What follows belongs to an exercise in optimizing a design on an open flow for small area, a short achievable clock period and few clock cycles per item; a production flow would make more cautious choices.
The RTL was checked by simulation tests, not by an equivalence proof against the original design.
Power figures rest on the tool's default switching activity, not on a simulated workload.

== run 1 ==
// strict_priority_multi_fifo_core
module strict_priority_multi_fifo_core (
	input  logic        clk,
	input  logic        arst_n,
	input  logic        s_tvalid,
	output logic        s_tready,
	input  logic [23:0] s_tdata,
	input  logic [0:0]  s_tuser,
	output logic        m_tvalid,
	input  logic        m_tready,
	output logic [23:0] m_tdata,
	output logic [2:0]  m_tuser
);
	localparam int RW = spmf_pkg::RES_W;
	logic [4:0]    lvl;
	logic          exec;
	logic [RW-1:0] res;
	logic          out_v_q;
	logic [RW-1:0] out_q;
	logic          sk_v_q;
	logic [RW-1:0] sk_q;
	logic          out_load;
	logic          sk_v_nx;
	assign exec     = s_tvalid && s_tready;
	assign out_load = !out_v_q || m_tready;
	assign sk_v_nx  = out_load ? 1'b0 : (sk_v_q || exec);
	spmf_ctrl u_ctrl (
		.clk     (clk),
		.arst_n  (arst_n),
		.prio    (s_tdata[7:0]),
		.busy_nx (sk_v_nx),
		.ready   (s_tready),
		.lvl     (lvl)
	);
	spmf_dpath u_dpath (
		.clk     (clk),
		.arst_n  (arst_n),
		.exec    (exec),
		.cmd_pop (s_tuser[0]),
		.cmd_lvl (lvl),
		.cmd_pay (s_tdata[23:8]),
		.res     (res)
	);
	always_ff @(posedge clk or negedge arst_n) begin
		if (!arst_n) begin
			out_v_q <= 1'b0;
			sk_v_q  <= 1'b0;
		end else begin
			if (out_load) out_v_q <= sk_v_q || exec;
			sk_v_q <= sk_v_nx;
		end
	end
	always_ff @(posedge clk) begin
		if (exec) sk_q <= res;
		if (out_load) out_q <= sk_v_q ? sk_q : res;
	end
	assign m_tvalid = out_v_q;
	assign m_tdata  = {5'd0, out_q[15:0], out_q[18:16]};
	assign m_tuser  = out_q[21:19];
endmodule
For scale: roughly 0.052 mm2 of cells after synthesis.
make LEC_CHECK=0 CAP_MARGIN=20 CORE_MARGIN=2 CORE_UTILIZATION=65 CTS_CLUSTER_DIAMETER=80 CTS_CLUSTER_SIZE=24 SETUP_SLACK_MARGIN=3.5 SLEW_MARGIN=20 finish   # period 6.0 ns
run.sh (not shown) runs the stock make flow with config.mk's settings and CLKGATE_MAP_FILE= SYNTH_SCRIPT=/design/flow/synth_recipe.tcl, a recipe that flattens the netlist after the stock synthesis.
Testbench counts of run 1, summed over its fixed seeds: cycles 12,008, items 12,000.
> inputs changed (run 1 -> run 2)
diff --git a/flow/config.mk b/flow/config.mk
--- a/flow/config.mk
+++ b/flow/config.mk
@@ -10,4 +10,4 @@
-export CORE_UTILIZATION = 65
-export CTS_CLUSTER_DIAMETER = 80
-export CTS_CLUSTER_SIZE = 24
-export SETUP_SLACK_MARGIN = 3.5
+export CORE_UTILIZATION = 70
+export CTS_CLUSTER_DIAMETER = 90
+export CTS_CLUSTER_SIZE = 28
+export SETUP_SLACK_MARGIN = 3.6
## What came out
The higher met1 global-route usage of run 1 and run 2 is in run 2. From run 1 to run 2 the numbers moved as follows: part of the total power dissipated in combinational logic +1.3 points, non-clock inverter count in the final layout +25, number of well taps -81. Going from run 1 to run 2, the power per cell area was found to have gone down by 8.1%. Sort run 1 and run 2 by critical path data required time asc -> top: run 1. Having completed the whole flow, run 2 delivered a layout that passed the timing, design-rule and antenna checks. The slowest stage cell on the critical path comes out and4_4 in one run and a222oi_1 in the other, namely in run 2 and run 1 respectively. met2 as the busiest layer in global routing was reported by run 2, and met1 by run 1. Run 2 vs. run 1: number of vias per cell after detailed routing climbed about 5%; layout overhead on the synthesized area now larger; die area -0.0058 mm2. Fmax: run 2 below run 1.
Changes in run 3 relative to run 2:
diff --git a/flow/config.mk b/flow/config.mk
--- a/flow/config.mk
+++ b/flow/config.mk
@@ -10 +10 @@
-export CORE_UTILIZATION = 70
+export CORE_UTILIZATION = 72
@@ -13 +13 @@
-export SETUP_SLACK_MARGIN = 3.6
+export SETUP_SLACK_MARGIN = 3.5
Notes after the runs:
Run 3 reached the final stage; the timing, design-rule and antenna checks on its layout passed.
Run 2: PASS, flow complete, no timing, DRC or antenna violations
Per the comparison of run 3 with run 2, area of the die went down by about 2.7%, diode insertion count for antenna repair went down by 5, number of clock buffers in the layout went down by 1, wire length on met3 went down by 22%.
Startpoint of the most critical setup path: s_tdata[3] -> run 2, out_q[13]$_DFFE_PP_ -> run 3
Of run 3 and run 2, the lower routed length on met2 belongs to run 3.

========
Setup of job 2151:
strict_priority_multi_fifo_core again, from the RTL that the note above started with.
==> flow/config.mk <==
export PLATFORM = sky130hd
export DESIGN_NAME = strict_priority_multi_fifo_core
export DESIGN_NICKNAME = strict_priority_multi_fifo_core
export VERILOG_FILES = /design/flow/design.v
export SDC_FILE = /design/flow/constraint.sdc
export NUM_CORES = 4
export LEC_CHECK = 0
export CAP_MARGIN = 20
export CORE_MARGIN = 2
export CORE_UTILIZATION = 68
export CTS_BUF_LIST = sky130_fd_sc_hd__clkbuf_8
export CTS_CLUSTER_DIAMETER = 60
export CTS_CLUSTER_SIZE = 16
export SETUP_SLACK_MARGIN = 3.5
export SLEW_MARGIN = 20
==> flow/constraint.sdc <==
create_clock -name core_clock -period 6.0 [get_ports {clk}]
set_input_delay 1.2000 -clock core_clock [delete_from_list [all_inputs] [get_ports {clk}]]
set_output_delay 1.2000 -clock core_clock [all_outputs]
set_load 0.01 [all_outputs]
Testbench counts of job 2151, summed over its fixed seeds: cycles 12,008, items 12,000.
--- input diff job 2151..job 9844 ---
- removing CTS_BUF_LIST (formerly sky130_fd_sc_hd__clkbuf_8)
- changing CTS_CLUSTER_DIAMETER from 60 to 90
- changing CTS_CLUSTER_SIZE from 16 to 28
Results
- Job 9844 finished every step from synthesis to the final layout, and the layout passed the timing, design-rule and antenna checks.
- Going from job 2151 to job 9844, the time the final worst path needs with I/O delays and setup was found to have gone down by 0.089 ns.
- Design area in job 9844 is 0.36% lower than in job 2151
- Utilization of the core after routing for job 9844: 0.28 points down relative to job 2151
- Count of antenna diodes in the layout: lower on job 9844
- The run with more setup slack is job 9844; job 2151 has less.

## static timing again, ports no longer ideal
Ports are ideal in the flow. The routed layouts listed here were re-timed in OpenROAD.
Step 1 (the two cells are an assumption about what drives the block):
set clk [get_ports {clk}]
set_driving_cell -lib_cell sky130_fd_sc_hd__clkbuf_16 $clk
set_driving_cell -lib_cell sky130_fd_sc_hd__buf_2 [delete_from_list [all_inputs] $clk]
Step 2 also shifts input and output timing later by t, the mid clock arrival at the registers, as if the neighbouring blocks saw the same clock.
a / b / c = no drivers / after step 1 / after step 2; a / b = the first two.
run | t (ns) | setup WS [ns] | worst hold slack (ns) | worst register clock-pin slew, ns
run 1 | 0.723 | 3.357 / 3.354 / 2.749 | 0.452 / 0.452 / 0.452 | 0.10 / 0.10
run 2 | 0.734 | 3.142 / 3.175 / 2.440 | 0.438 / 0.438 / 0.438 | 0.12 / 0.12
run 3 | 0.729 | 3.394 / 3.324 / 2.716 | 0.443 / 0.443 / 0.443 | 0.12 / 0.12
job 2151 | 0.816 | 3.329 / 3.261 / 2.678 | 0.326 / 0.375 / 0.441 | 0.11 / 0.11
job 9844 | 0.734 | 3.418 / 3.344 / 2.783 | 0.417 / 0.455 / 0.455 | 0.11 / 0.11
After both steps every run listed still meets setup and hold. For run 2, which loses most, drivers alone change the setup slack by +0.033 ns; drivers and shift together by -0.702 ns.
